What follows belongs to an exercise in optimizing a design on an open flow for small area and a short achievable clock period; a production flow would make more cautious choices. Only simulation tests tie the RTL to the original design; equivalence was not proved. Power figures rest on the tool's default switching activity, not on a simulated workload.

===== flow/config.mk =====
export PLATFORM = sky130hd
export DESIGN_NAME = mem_stage
export DESIGN_NICKNAME = mem_stage
export VERILOG_FILES = /design/flow/design.v
export SDC_FILE = /design/flow/constraint.sdc
export NUM_CORES = 4
export LEC_CHECK = 0
export CAP_MARGIN = 20
export CORE_MARGIN = 2
export CORE_UTILIZATION = 40
export PLACE_DENSITY = 0.6
export SLEW_MARGIN = 20

===== flow/constraint.sdc =====
create_clock -name core_clock -period 8.0 [get_ports {clk}]
set_input_delay 1.6000 -clock core_clock [delete_from_list [all_inputs] [get_ports {clk}]]
set_output_delay 1.6000 -clock core_clock [all_outputs]
set_load 0.01 [all_outputs]

===== flow/design.v =====
`default_nettype none
package mem_pkg;
  localparam int XLEN            = 64;
  localparam int STRB_W          = XLEN / 8;    
  localparam int PMP_NAPOT_BYTES = 4096;        
  localparam logic [1:0] PRIV_M  = 2'd3;
  typedef enum logic [1:0] {
    SIZE_B = 2'd0,
    SIZE_H = 2'd1,
    SIZE_W = 2'd2,
    SIZE_D = 2'd3
  } mem_size_t;
  typedef enum logic [3:0] {
    AMO_SWAP = 4'd0,
    AMO_ADD  = 4'd1,
    AMO_XOR  = 4'd2,
    AMO_AND  = 4'd3,
    AMO_OR   = 4'd4,
    AMO_MIN  = 4'd5,
    AMO_MAX  = 4'd6,
    AMO_MINU = 4'd7,
    AMO_MAXU = 4'd8
  } amo_op_t;
  typedef enum logic [1:0] {
    PMP_OFF   = 2'd0,
    PMP_TOR   = 2'd1,
    PMP_NA4   = 2'd2,
    PMP_NAPOT = 2'd3
  } pmp_mode_t;
  typedef enum logic [2:0] {
    ST_IDLE      = 3'd0,
    ST_ACCESS    = 3'd1,   
    ST_AMO_READ  = 3'd2,
    ST_AMO_WRITE = 3'd3,
    ST_DONE      = 3'd4
  } ctrl_state_t;
endpackage
`default_nettype wire
`timescale 1ns/1ps
`default_nettype none
import mem_pkg::*;
module pmp_checker (
  input  logic [mem_pkg::XLEN-1:0] addr,
  input  logic                     is_write,    
  input  logic [7:0]               pmpcfg0,
  input  logic [mem_pkg::XLEN-1:0] pmpaddr0,
  input  logic [1:0]               priv_mode,
  output logic                     access_fault
);
  mem_pkg::pmp_mode_t       mode;
  logic [XLEN-1:0] tor_top;
  logic [XLEN-1:0] na4_base;
  logic [XLEN-1:0] napot_base;
  logic            match;
  logic            perm_ok;
  assign mode = mem_pkg::pmp_mode_t'(pmpcfg0[4:3]);
  assign tor_top    = {8'b0, pmpaddr0[53:0], 2'b00};
  assign na4_base   = tor_top;
  assign napot_base = {10'b0, pmpaddr0[53:12], 12'b0};   
  always_comb begin
    unique case (mode)
      PMP_TOR:   match = addr < tor_top;    
      PMP_NA4:   match = (addr >= na4_base) && (addr < na4_base + XLEN'(4));
      PMP_NAPOT: match = (addr >= napot_base) &&
                         (addr < napot_base + XLEN'(PMP_NAPOT_BYTES));
      default:   match = 1'b0;
    endcase
  end
  assign perm_ok = is_write ? pmpcfg0[1] : pmpcfg0[0];
  always_comb begin
    if (match) begin
      access_fault = !perm_ok;
    end else begin
      access_fault = (priv_mode != PRIV_M);
    end
  end
endmodule
`default_nettype wire
`timescale 1ns/1ps
`default_nettype none
import mem_pkg::*;
module lane_align (
  input  logic [mem_pkg::XLEN-1:0]   addr,
  input  mem_pkg::mem_size_t         size,
  input  logic [mem_pkg::XLEN-1:0]   wdata,
  input  logic [mem_pkg::XLEN-1:0]   rdata,
  input  logic                       unsigned_load,
  output logic [mem_pkg::STRB_W-1:0] store_strobe,
  output logic [mem_pkg::XLEN-1:0]   store_data,
  output logic [mem_pkg::XLEN-1:0]   load_value
);
  logic [2:0]        offset;
  logic [STRB_W-1:0] size_mask;
  logic [XLEN-1:0]   shifted;
  assign offset = addr[2:0];
  always_comb begin
    unique case (size)
      SIZE_B: begin
        size_mask  = 8'h01;
        store_data = {8{wdata[7:0]}};
      end
      SIZE_H: begin
        size_mask  = 8'h03;
        store_data = {4{wdata[15:0]}};
      end
      SIZE_W: begin
        size_mask  = 8'h0f;
        store_data = {2{wdata[31:0]}};
      end
      default: begin
        size_mask  = 8'hff;
        store_data = wdata;
      end
    endcase
  end
  assign store_strobe = size_mask << offset;   
  assign shifted = rdata >> {offset, 3'b000};
  always_comb begin
    unique case (size)
      SIZE_B:  load_value = unsigned_load ? {56'b0, shifted[7:0]}
                                          : {{56{shifted[7]}}, shifted[7:0]};
      SIZE_H:  load_value = unsigned_load ? {48'b0, shifted[15:0]}
                                          : {{48{shifted[15]}}, shifted[15:0]};
      SIZE_W:  load_value = unsigned_load ? {32'b0, shifted[31:0]}
                                          : {{32{shifted[31]}}, shifted[31:0]};
      default: load_value = shifted;
    endcase
  end
endmodule
`default_nettype wire
`timescale 1ns/1ps
`default_nettype none
import mem_pkg::*;
module amo_alu (
  input  mem_pkg::amo_op_t         op,
  input  logic [mem_pkg::XLEN-1:0] old_word,
  input  logic [mem_pkg::XLEN-1:0] operand,
  output logic [31:0]              amo_new
);
  logic [31:0] a;
  logic [31:0] b;
  logic        lt_s;
  logic        lt_u;
  assign a = old_word[31:0];
  assign b = operand[31:0];
  assign lt_s = $signed(a) < $signed(b);
  assign lt_u = a < b;
  always_comb begin
    unique case (op)
      AMO_SWAP: amo_new = b;
      AMO_ADD:  amo_new = a + b;
      AMO_XOR:  amo_new = a ^ b;
      AMO_AND:  amo_new = a & b;
      AMO_OR:   amo_new = a | b;
      AMO_MIN:  amo_new = lt_s ? a : b;
      AMO_MAX:  amo_new = lt_s ? b : a;
      AMO_MINU: amo_new = lt_u ? a : b;
      AMO_MAXU: amo_new = lt_u ? b : a;
      default:  amo_new = a;   
    endcase
  end
endmodule
`default_nettype wire
`timescale 1ns/1ps
`default_nettype none
import mem_pkg::*;
module mem_access_ctrl (
  input  logic                       clk,
  input  logic                       reset,
  input  logic                       start,
  input  logic                       is_load,
  input  logic                       is_store,
  input  logic                       is_amo,
  input  mem_pkg::mem_size_t         size,
  input  logic                       unsigned_load,
  input  mem_pkg::amo_op_t           amo_op,
  input  logic [mem_pkg::XLEN-1:0]   addr,
  input  logic [mem_pkg::XLEN-1:0]   wdata,
  input  logic                       access_fault,
  input  logic [mem_pkg::STRB_W-1:0] store_strobe,
  input  logic [mem_pkg::XLEN-1:0]   store_data,
  input  logic [mem_pkg::XLEN-1:0]   load_value,
  input  logic [31:0]                amo_new,
  output logic [mem_pkg::XLEN-1:0]   saved_addr,
  output mem_pkg::mem_size_t         saved_size,
  output logic                       saved_unsigned,
  output mem_pkg::amo_op_t           saved_op,
  output logic [mem_pkg::XLEN-1:0]   saved_wdata,
  output logic [mem_pkg::XLEN-1:0]   old_word,
  output logic                       bus_valid,
  output logic [mem_pkg::XLEN-1:0]   bus_addr,
  output logic [mem_pkg::STRB_W-1:0] bus_strobe,
  output logic [mem_pkg::XLEN-1:0]   bus_wdata,
  output mem_pkg::mem_size_t         bus_size,
  input  logic                       bus_data_ok,
  output logic                       done,
  output logic                       fault,
  output logic [mem_pkg::XLEN-1:0]   result
);
  mem_pkg::ctrl_state_t state;
  logic        accept;
  logic        is_mem;
  logic        saved_store;
  assign is_mem = is_load || is_store || is_amo;
  assign accept = start && (state == ST_IDLE);   
  always_ff @(posedge clk or posedge reset) begin
    if (reset) begin
      state <= ST_IDLE;
      fault <= 1'b0;
    end else begin
      fault <= accept && is_mem && access_fault;   
      unique case (state)
        ST_IDLE: begin
          if (accept) begin
            if (!is_mem || access_fault) begin
              state <= ST_DONE;
            end else if (is_amo) begin
              state <= ST_AMO_READ;
            end else begin
              state <= ST_ACCESS;
            end
          end
        end
        ST_ACCESS: begin
          if (bus_data_ok) state <= ST_DONE;
        end
        ST_AMO_READ: begin
          if (bus_data_ok) state <= ST_AMO_WRITE;
        end
        ST_AMO_WRITE: begin
          if (bus_data_ok) state <= ST_DONE;
        end
        ST_DONE: state <= ST_IDLE;
        default: state <= ST_IDLE;
      endcase
    end
  end
  always_ff @(posedge clk) begin
    if (accept) begin
      saved_addr     <= addr;
      saved_size     <= is_amo ? SIZE_W : size;          
      saved_unsigned <= is_amo ? 1'b0 : unsigned_load;   
      saved_op       <= amo_op;
      saved_wdata    <= wdata;
      saved_store    <= is_store && !is_amo;
      result         <= addr;    
    end
    if (state == ST_ACCESS && bus_data_ok && !saved_store) begin
      result <= load_value;
    end
    if (state == ST_AMO_READ && bus_data_ok) begin
      old_word <= load_value;
    end
    if (state == ST_AMO_WRITE && bus_data_ok) begin
      result <= old_word;
    end
  end
  assign done = (state == ST_DONE);
  assign bus_valid = (state == ST_ACCESS) || (state == ST_AMO_READ) ||
                     (state == ST_AMO_WRITE);
  assign bus_addr  = saved_addr;
  assign bus_size  = saved_size;
  always_comb begin
    if ((state == ST_ACCESS && saved_store) || state == ST_AMO_WRITE) begin
      bus_strobe = store_strobe;
    end else begin
      bus_strobe = '0;    
    end
  end
  assign bus_wdata = (state == ST_AMO_WRITE) ? {2{amo_new}} : store_data;
endmodule
`default_nettype wire
`timescale 1ns/1ps
`default_nettype none
import mem_pkg::*;
module mem_stage (
  input  logic                       clk,
  input  logic                       reset,
  input  logic                       start,
  input  logic                       is_load,
  input  logic                       is_store,
  input  logic                       is_amo,
  input  logic                       unsigned_load,
  input  mem_pkg::mem_size_t         size,
  input  mem_pkg::amo_op_t           amo_op,
  input  logic [mem_pkg::XLEN-1:0]   addr,
  input  logic [mem_pkg::XLEN-1:0]   wdata,
  input  logic [mem_pkg::XLEN-1:0]   pmpaddr0,
  input  logic [7:0]                 pmpcfg0,
  input  logic [1:0]                 priv_mode,
  output logic                       done,
  output logic                       fault,
  output logic [mem_pkg::XLEN-1:0]   result,
  output logic                       dbus_valid,
  output logic [mem_pkg::XLEN-1:0]   dbus_addr,
  output logic [mem_pkg::XLEN-1:0]   dbus_wdata,
  output logic [mem_pkg::STRB_W-1:0] dbus_strobe,
  output mem_pkg::mem_size_t         dbus_size,
  input  logic                       dbus_data_ok,
  input  logic [mem_pkg::XLEN-1:0]   dbus_rdata
);
  logic              access_fault;
  logic [STRB_W-1:0] store_strobe;
  logic [XLEN-1:0]   store_data;
  logic [XLEN-1:0]   load_value;
  logic [31:0]       amo_new;
  logic [XLEN-1:0]   saved_addr;
  mem_pkg::mem_size_t         saved_size;
  logic              saved_unsigned;
  mem_pkg::amo_op_t           saved_op;
  logic [XLEN-1:0]   saved_wdata;
  logic [XLEN-1:0]   old_word;
  logic              bus_valid;
  logic [XLEN-1:0]   bus_addr;
  logic [STRB_W-1:0] bus_strobe;
  logic [XLEN-1:0]   bus_wdata;
  mem_pkg::mem_size_t         bus_size;
  logic              bus_data_ok;
  logic [XLEN-1:0]   bus_rdata;
  mem_access_ctrl u_ctrl (
    .clk            (clk),
    .reset          (reset),
    .start          (start),
    .is_load        (is_load),
    .is_store       (is_store),
    .is_amo         (is_amo),
    .size           (size),
    .unsigned_load  (unsigned_load),
    .amo_op         (amo_op),
    .addr           (addr),
    .wdata          (wdata),
    .access_fault   (access_fault),
    .store_strobe   (store_strobe),
    .store_data     (store_data),
    .load_value     (load_value),
    .amo_new        (amo_new),
    .saved_addr     (saved_addr),
    .saved_size     (saved_size),
    .saved_unsigned (saved_unsigned),
    .saved_op       (saved_op),
    .saved_wdata    (saved_wdata),
    .old_word       (old_word),
    .bus_valid      (bus_valid),
    .bus_addr       (bus_addr),
    .bus_strobe     (bus_strobe),
    .bus_wdata      (bus_wdata),
    .bus_size       (bus_size),
    .bus_data_ok    (bus_data_ok),
    .done           (done),
    .fault          (fault),
    .result         (result)
  );
  pmp_checker u_pmp (
    .addr         (addr),
    .is_write     (is_store || is_amo),
    .pmpcfg0      (pmpcfg0),
    .pmpaddr0     (pmpaddr0),
    .priv_mode    (priv_mode),
    .access_fault (access_fault)
  );
  lane_align u_lane (
    .addr          (saved_addr),
    .size          (saved_size),
    .wdata         (saved_wdata),
    .rdata         (bus_rdata),
    .unsigned_load (saved_unsigned),
    .store_strobe  (store_strobe),
    .store_data    (store_data),
    .load_value    (load_value)
  );
  amo_alu u_amo (
    .op       (saved_op),
    .old_word (old_word),
    .operand  (saved_wdata),
    .amo_new  (amo_new)
  );
  assign dbus_valid   = bus_valid;
  assign dbus_addr    = bus_addr;
  assign dbus_wdata   = bus_wdata;
  assign dbus_strobe  = bus_strobe;
  assign dbus_size    = bus_size;
  assign bus_data_ok  = dbus_data_ok;
  assign bus_rdata    = dbus_rdata;
endmodule
`default_nettype wire

===== flow/run.sh =====
#!/bin/bash
# synth_recipe.tcl (not shown) runs the flow's synth.tcl, then flattens the netlist and writes it again
# the make line also repeats each setting of config.mk as NAME=value (left out here)
make -C /OpenROAD-flow-scripts/flow DESIGN_CONFIG=/design/flow/config.mk WORK_HOME=/design/flow/orfs CLKGATE_MAP_FILE= SYNTH_SCRIPT=/design/flow/synth_recipe.tcl finish

==> impl_metrics.yaml <==
floorplan:
  core_area_sq_mm: 0.0578
  io_pins: 485
  fp.dieW_um: 246
  initial_core_util_pct: 40.5
  rows: 88
  dieHeight_um: 246
  die_area_sq_mm: 0.0605
placement:
  dpl_cell_area_sq_mm: 0.0290
  io_buffers: 470
  gp_congestion: 0.973
  dp_hpwl_um: 83000
setup_path:
  r2r_cells: 11
  crit_path_end_kind: "output pin"
  crit-reg2reg-launch: "u_ctrl.saved_addr[0]"
  crit_chain: "inv_1, ha_1, nor4_2, nand4_1, or4_1, a31o_2, and2_1, mux2i_2, buf_4, a221o_1, a21boi_0, clkdlybuf4s50_1"
  required_ns: 6.40
  slowest_delay_ns: 0.63
  cp-startpoint: "u_ctrl.old_word[28]"
  crit_path_max_fanout: 16
  cp.arrival_ns: 5.99
  start_kind: "flop"
  slowest_stage: "clkdlybuf4s50_1"
  critical_path_class: "flop to output pin"
clocking:
  htree_levels: 2
  path_clk_slew_ns: 0.07
  clock_path_buffers: 3
  post_cts_resize_count: 0
  cts_tree: "yes"
  cts_made_buffers: 35
  cts.sinks: 268
  post-cts-setup-buffers: 0
  hold_buffers: 0
  insertion_delay_ns: 0.56
  cts-root-buf: "clkbuf_16"
grt:
  grt_max_degree: 92
  first_global_vias: 22300
  globalRoute.totalOverflow: 0
  grt_use_total_pct: 34.1
  grt_pass1_wl_um: 150000
  grt_antenna_before_repair: 5
routing:
  via_per_inst: 6.09
  wl_per_cell_um: 28.1
  first_pass_iters: 5
  drc: 0
  drtIter0Drc: 2033
  wirelength_um: 106000
  vias: 22900
  antenna_left: 0
sta:
  fin_crit_sh_pct: 94.9
  rsz0062_at_grt: "no"
  holdWs_ns: 0.548
  clock-skew-final_ns: 0.0174
  final_max_slew_viol_count: 0
  hold_viol_final: 0
  period_needed_ns: 7.59
  setup_viol: 0
  slew_headroom_pct: 35.9
  tightestPinTransition_ns: 0.961
  fin_setup_tns_ns: 0
  fmax_mhz: 132
yosys:
  yosysSeqAreaShare_pct: 34.3
  ys_types: 80
  ys_warn_count: 4
  syn-num-nets: 3126
  syn-instance-count: 2553
  avgSynthCellArea_sq_um: 9.17
  ys_async_sr_fraction_pct: 1.49
  synth_ff_type: "edfxtp_1"
  synth_edf_count: 264
  ys_seq_elements: 268
  syn_area_sq_mm: 0.0234
power_and_ir_drop:
  max-vdd-ir-drop_mv: 0.215
  p_per_area_mw_per_mm2: 263
  p_leak_uw: 0.0121
cells_and_area:
  fill_cells: 5439
  area_growth_syn_to_layout_pct: 28.4
  drive_gt1_share_pct: 5.74
  nets: 3546
  final_area_sq_mm: 0.0301
min_path:
  hp-class: "flop to flop"
  hp-start: "u_ctrl.old_word[56]"
  hold_depth: 1
flow_run:
  drv_cap: 0
run_status:
  status: "complete, no violations"
-- cells in the final DEF, fill, tap and decap left out, drive strengths merged, types with 28 or more instances in the layout --
cell,instances
a211oi,43
a21o,78
a21oi,222
a221o,39
a22o,32
a22oi,30
buf,48
clkbuf,43
clkdlybuf4s50,470
edfxtp,264
ha,292
inv,153
mux2,28
mux2i,67
nand2,282
nand3,47
nand4,49
nor2,156
nor3,44
nor4,28
o211ai,31
o21ai,156
xnor2,105
-- report_power, final --
part           internal (uW)  switching (uW)  leakage [uW]
logic                   1580            2340       0.00909
clock network            906             674      0.000520
registers               2100             316       0.00254
total                   4590            3330        0.0121
-- worst paths after layout --
kind	endpoint	slack, ns
max	dbus_wdata[8]	0.41
min	u_ctrl.result[56]	0.55
max reg2reg	u_ctrl.result[47]	3.67
min reg2reg	u_ctrl.result[56]	0.55
max in group asynchronous	u_ctrl.state[0]	6.59
min in group asynchronous	u_ctrl.state[2]	1.24
-- kinds of logic (layout without fill, tap and decap cells) --
kind of cell               after synthesis  after routing  share of synthesized area, %
other                                    0              2                             0
muxes                                  100            100                          4.69
xor gates and xnor gates               107            107                          4.00
adders and majority gates              293            293                          15.7
AOI/OAI and AO/OA                      788            788                          22.4
buffers and inverters                  287            730                          4.67
and+or+nand+nor                        710            710                          14.2
DFF                                    268            268                          34.3
-- final cells by class --
cell class                 instances  area [sq um]  share of cell area (%)
antenna                            2          5.00                  0.0166
clock buffer                      43           948                    3.15
clock inverter                    17           144                   0.479
inverter                         152           571                    1.90
multi-input combinational       1998         14400                    47.7
sequential                       268          8030                    26.7
tap                              765           957                    3.18
timing repair buffer             518          5060                    16.8
-- cells in the mapped netlist, drive strengths merged (6+ instances only) --
cell / instances / share of area, %
inv: 151 / 2.4
o22ai: 11 / 0.29
o211ai: 31 / 0.99
a211oi: 43 / 1.4
a21o: 78 / 2.5
edfxtp: 264 / 34
o21bai: 12 / 0.38
nand2b: 13 / 0.35
xnor2: 105 / 3.9
nand3: 47 / 1.0
a21boi: 22 / 0.71
nand4: 49 / 1.3
o31ai: 7 / 0.22
or4: 6 / 0.21
o2111ai: 8 / 0.30
a2111oi: 12 / 0.53
o21ai: 156 / 3.3
mux2i: 67 / 2.9
and3: 19 / 0.51
nor2: 156 / 2.5
mux2: 28 / 1.3
clkbuf: 116 / 1.9
a221oi: 15 / 0.56
o221ai: 6 / 0.22
a221o: 39 / 1.7
nor2b: 22 / 0.59
or3: 13 / 0.39
nor3: 44 / 0.96
o211a: 6 / 0.26
buf: 19 / 0.37
a31o: 8 / 0.30
a22o: 32 / 1.2
nand2: 282 / 4.5
a22oi: 30 / 0.96
a21oi: 222 / 4.8
ha: 292 / 16
and2: 13 / 0.35
or2: 7 / 0.19
nor4: 28 / 0.87
o21a: 16 / 0.51
a31oi: 6 / 0.16
-- per-layer routing --
metal  GRT usage (%)  vias up  share of wire (%)
met5               0        -                  0
met4            13.5        0                4.4
met3            5.12      191                7.3
met2            57.5     1033                 48
met1            43.7    11300                 40
li1                -    10400                  -
-- worst max-delay path: cells and delay by family, from the launching register on --
kind                     cells  cell delay, ns
multiplexers                 1            0.49
buffers and inverters        3            1.06
AND/OR/NAND/NOR              4            1.81
adder cells (fa/ha/maj)      1            0.39
AO/OA/AOI/OAI                3            1.05
flip-flops                   1            0.59
-- registers in the layout (all words and copies together) (netlist names) --
signal,flops
u_ctrl.fault,1
u_ctrl.old_word,64
u_ctrl.result,64
u_ctrl.saved_addr,64
u_ctrl.saved_op,4
u_ctrl.saved_size,2
u_ctrl.saved_store,1
u_ctrl.saved_unsigned,1
u_ctrl.saved_wdata,64
u_ctrl.state,3
-- metrics by stage --
stage	std cells	setup WS, ns	utilization (%)	power, uW
2_1_floorplan	2553	1.04	-	4420
3_3_place_gp	3701	0.613	50.1	6270
3_5_place_dp	3701	0.545	50.1	6310
4_1_cts	3761	0.533	52.0	7920
5_1_grt	3763	0.282	52.0	8300
6_report	3763	0.408	52.0	7920

## what the ideal ports hide
In the flow no input, the clock included, has a driving cell. The finished layout below was timed again as built, in two steps. Step 1 sets driving cells, clkbuf_16 on the clock port and buf_2 on the other inputs (assumed; they add their load-dependent delay and slew). Step 2 times the ports against the registers' clock, not the clock port: input delays grow and output delays shrink by t, the midpoint of the rising clock arrivals with the driver on. a / b / c = ideal ports / drivers / drivers and shift; a / b = the first two.
t (ns): 0.630
slack for setup (ns): 0.408 / 0.338 / 0.535
worst setup path after step 2: input to register
worst register clock-pin slew, ns: 0.07 / 0.07
After both steps setup and hold are still met in this run. The setup slack of this run moves by -0.070 ns with the drivers and by +0.127 ns with both steps.
